This design comes from an exercise in tuning for small area, a short achievable clock period and few clock cycles per item on the open sky130 flow, not from production work.
RTL that was checked went through simulation tests only; none was proved equivalent to the original.

// muldiv_top
module muldiv_top (
    input  logic                   clk,
    input  logic                   arst_n_i,
    input  logic                   op_valid_i,
    input  muldiv_pkg::muldiv_op_e op_i,
    input  muldiv_pkg::word_t      opnd_a_i,
    input  muldiv_pkg::word_t      opnd_b_i,
    output logic                   stall_o,
    output logic                   rd_valid_o,
    output muldiv_pkg::word_t      rd_data_o,
    output muldiv_pkg::word_t      hi_o,
    output muldiv_pkg::word_t      lo_o
);
    muldiv_pkg::dec_t   ir_dec;
    logic [32:0]        ir_a;
    logic [50:0]        ir_b;
    logic               ir_a_neg;
    logic               ir_b_neg;
    logic [63:0]        csa_s;
    logic [63:0]        csa_c;
    logic [63:0]        p1_s;
    logic [63:0]        p1_c;
    logic [63:0]        prod;
    logic               div_quick;
    logic               stall;
    logic               hi_pend;
  ...
For scale: about 5400 cells after synthesis, roughly 400 flip-flops, roughly 170 I/O pins, about 0.042 sq mm of cells after synthesis.
==> flow/config.mk <==
export PLATFORM = sky130hd
export DESIGN_NAME = muldiv_top
export DESIGN_NICKNAME = muldiv_top
export VERILOG_FILES = /design/flow/design.v
export SDC_FILE = /design/flow/constraint.sdc
export NUM_CORES = 4
export LEC_CHECK = 0
export ABC_AREA = 1
export CAP_MARGIN = 20
export CORE_MARGIN = 2
export CORE_UTILIZATION = 40
export SETUP_SLACK_MARGIN = 5
export SLEW_MARGIN = 20
==> flow/constraint.sdc <==
create_clock -name core_clock -period 10.0 [get_ports {clk}]
set_input_delay 2.0000 -clock core_clock [delete_from_list [all_inputs] [get_ports {clk}]]
set_output_delay 2.0000 -clock core_clock [all_outputs]
set_load 0.01 [all_outputs]
standard.sh (not shown) runs the stock make flow with config.mk's settings and CLKGATE_MAP_FILE= SYNTH_SCRIPT=/design/flow/synth_recipe.tcl, a recipe that flattens the netlist after the stock synthesis.
==> flow/flow/run.sh <==
#!/bin/bash
# The standard layout, with the smallest buffer on the ports. Synthesis is
# the standard one, unchanged.
set -euo pipefail
bash standard.sh synth > synth.log 2>&1
bash standard.sh "BUFFER_PORTS_ARGS=-buffer_cell sky130_fd_sc_hd__buf_1" finish > layout.log 2>&1
Edit:
--- a/flow/design.v
+++ b/flow/design.v
@@ -1322,25 +1322,24 @@
 endmodule
 `timescale 1ns/1ps
 module div_unit (
     input  logic              clk,
     input  logic              arst_n_i,
     input  logic              start_i,       
     input  logic              a_neg_i,       
     input  logic              b_neg_i,
     input  muldiv_pkg::word_t a_i,
     input  muldiv_pkg::word_t b_i,
     output logic              quick_o,       
     output logic              busy_o,        
-    output logic              busy_d_o,      
     output logic              done_o,        
     output logic              early_o,       
     output muldiv_pkg::word_t early_hi_o,    
     output muldiv_pkg::word_t early_lo_o,
     output muldiv_pkg::word_t hi_o,          
     output muldiv_pkg::word_t lo_o           
 );
     function automatic logic [5:0] lzc32(input logic [31:0] x);
         lzc32 = 6'd32;
         for (int i = 0; i < 32; i++) begin
             if (x[i]) lzc32 = 6'(31 - i);
         end
@@ -1364,28 +1363,24 @@
     logic [33:0]       e1;
     logic [33:0]       e2;
     logic [33:0]       e3;
     logic [33:0]       t_x;
     logic [33:0]       t_y;
     logic [33:0]       t_z;
     logic [33:0]       t_s;
     logic [33:0]       t_c;
     logic              q1;
     logic              q2;
     logic [31:0]       rem2;
     logic              last;
-    logic              busy_q_d;
-    logic [3:0]        cnt_d;
-    logic              neg_q_d;
-    logic              neg_r_d;
     assign a_neg  = a_neg_i;
     assign b_neg  = b_neg_i;
     assign a_mag  = a_i;
     assign b_mag  = b_i;
     assign za     = lzc32(a_mag);
     assign zb     = lzc32(b_mag);
     assign b_zero = (b_i == '0);
     assign quick_o = b_zero | (zb < za);
     assign n      = 5'(zb - za);
     assign sh     = n | 5'd1;
     assign e1  = {2'b00, rem_q} - {1'b0, dvs_q};
     assign e2  = {2'b00, rem_q} - {2'b00, dvs_q[32:1]};
@@ -1394,29 +1389,24 @@
     assign t_z = ~{2'b00, dvs_q[32:1]};
     assign t_s = t_x ^ t_y ^ t_z;
     assign t_c = (t_x & t_y) | (t_x & t_z) | (t_y & t_z);
     assign e3  = t_s - ~{t_c[32:0], 1'b1};
     assign q1  = ~e1[33];
     assign q2  = q1 ? ~e3[33] : ~e2[33];
     assign rem2 = q1 ? (q2 ? e3[31:0] : e1[31:0]) : (q2 ? e2[31:0] : rem_q);
     assign last       = busy_q && (cnt_q == '0);
     assign early_o    = last && !neg_q_q && !neg_r_q;
     assign busy_o     = busy_q && !early_o;
     assign early_hi_o = rem2;
     assign early_lo_o = {quo_q[29:0], q1, q2};
-    assign busy_q_d = busy_o ? !last : start_i;
-    assign cnt_d    = busy_o ? cnt_q - 1'b1 : 4'(n >> 1);
-    assign neg_q_d  = busy_o ? neg_q_q : ((a_neg ^ b_neg) & ~b_zero);
-    assign neg_r_d  = busy_o ? neg_r_q : a_neg;
-    assign busy_d_o = busy_q_d && !((cnt_d == '0) && !neg_q_d && !neg_r_d);
     always_ff @(posedge clk or negedge arst_n_i) begin
         if (!arst_n_i) begin
             busy_q <= 1'b0;
             done_o <= 1'b0;
         end else begin
             done_o <= last && !early_o;
             if (busy_o) begin
                 busy_q <= !last;
             end else begin
                 busy_q <= start_i;
             end
         end
@@ -1492,26 +1482,24 @@
     logic [32:0]        ir_a;
     logic [50:0]        ir_b;
     logic               ir_a_neg;
     logic               ir_b_neg;
     logic [63:0]        csa_s;
     logic [63:0]        csa_c;
     logic [63:0]        p1_s;
     logic [63:0]        p1_c;
     logic [63:0]        prod;
     logic               div_quick;
     logic               stall;
     logic               hi_pend;
-    logic               hi_pend_d;
-    logic               div_busy_d;
     logic               ir_lng_d;
     logic               pass_hi;
     logic               pass_fb;
     logic [8:0]         dg_one;
     logic [8:0]         dg_two;
     logic [8:0]         dg_neg;
     logic               div_busy;
     logic               div_done;
     logic               div_early;
     muldiv_pkg::word_t  div_early_hi;
     muldiv_pkg::word_t  div_early_lo;
     muldiv_pkg::word_t  div_hi;
@@ -1521,33 +1509,33 @@
     logic               c_mtlo;
     logic               c_div;
     logic               c_rdhi;
     logic               c_rdlo;
     logic               we_hi;
     logic               we_lo;
     muldiv_pkg::word_t  hi_d;
     muldiv_pkg::word_t  lo_d;
     muldiv_pkg::word_t  hi_q;
     muldiv_pkg::word_t  lo_q;
     assign pass_hi = hi_pend;
     assign pass_fb = ir_dec.lng && !hi_pend;
+    assign stall   = div_busy || hi_pend;
     assign stall_o = stall;
-    assign hi_pend_d = !stall ? ir_lng_d : (div_busy && hi_pend);
     always_ff @(posedge clk or negedge arst_n_i) begin
         if (!arst_n_i) begin
             hi_pend <= 1'b0;
-            stall   <= 1'b0;
-        end else begin
-            hi_pend <= hi_pend_d;
-            stall   <= div_busy_d || hi_pend_d;
+        end else if (!stall) begin
+            hi_pend <= ir_lng_d;
+        end else if (!div_busy) begin
+            hi_pend <= 1'b0;
         end
     end
     stage_reg u_issue (
         .clk      (clk),
         .arst_n_i (arst_n_i),
         .hold_i   (stall),
         .valid_i  (op_valid_i),
         .op_i     (op_i),
         .a_i      (opnd_a_i),
         .b_i      (opnd_b_i),
         .dec_o    (ir_dec),
         .a_o      (ir_a),
@@ -1574,25 +1562,24 @@
         p1_c <= csa_c;
     end
     div_unit u_div (
         .clk      (clk),
         .arst_n_i (arst_n_i),
         .start_i  (ir_dec.div && !div_quick),
         .a_neg_i  (ir_a_neg),
         .b_neg_i  (ir_b_neg),
         .a_i      (ir_a[31:0]),
         .b_i      (ir_b[31:0]),
         .quick_o  (div_quick),
         .busy_o   (div_busy),
-        .busy_d_o (div_busy_d),
         .done_o     (div_done),
         .early_o    (div_early),
         .early_hi_o (div_early_hi),
         .early_lo_o (div_early_lo),
         .hi_o     (div_hi),
         .lo_o     (div_lo)
     );
     pipe_control u_ctrl (
         .clk         (clk),
         .arst_n_i    (arst_n_i),
         .stall_i     (stall),
         .dec_i       (ir_dec),
Effect: Die area shrinks by 1.3%. Critical path depth grows by 3. Cell area shrinks by 0.41%. Sequential cell count shrinks by 1. Cell count shrinks by 1.2%. Global-route usage grows by 1.0 points. Routed wire length grows by 3.6%.
Testbench counts after the change, summed over its fixed seeds: cycles 6,958, items 4,800.
No functional check of the RTL was part of the first run of this note.

[what the ideal ports hide]
Ports are ideal in the flow. The routed layouts listed here were re-timed in OpenROAD.
Step 1 assumes that a clkbuf_16 drives the clock port and a buf_2 every other input.
Step 2 moves the port delays by t, midway between the first and last clock arrival at a register: inputs arrive t later, outputs are due t later. That takes back most of the time a late clock gives input paths.
a / b / c = no drivers / after step 1 / after step 2; a / b = the first two.
run	t, ns	slack for setup (ns)	clock arrival spread, ns
the first run	0.673	5.098 / 5.098 / 4.593	0.039 / 0.038
the second run	0.681	5.147 / 5.124 / 4.516	0.043 / 0.043
After both steps every run listed still meets setup and hold. The setup slack of the second run, which loses most, moves by -0.023 ns with the drivers and by -0.631 ns with both steps.
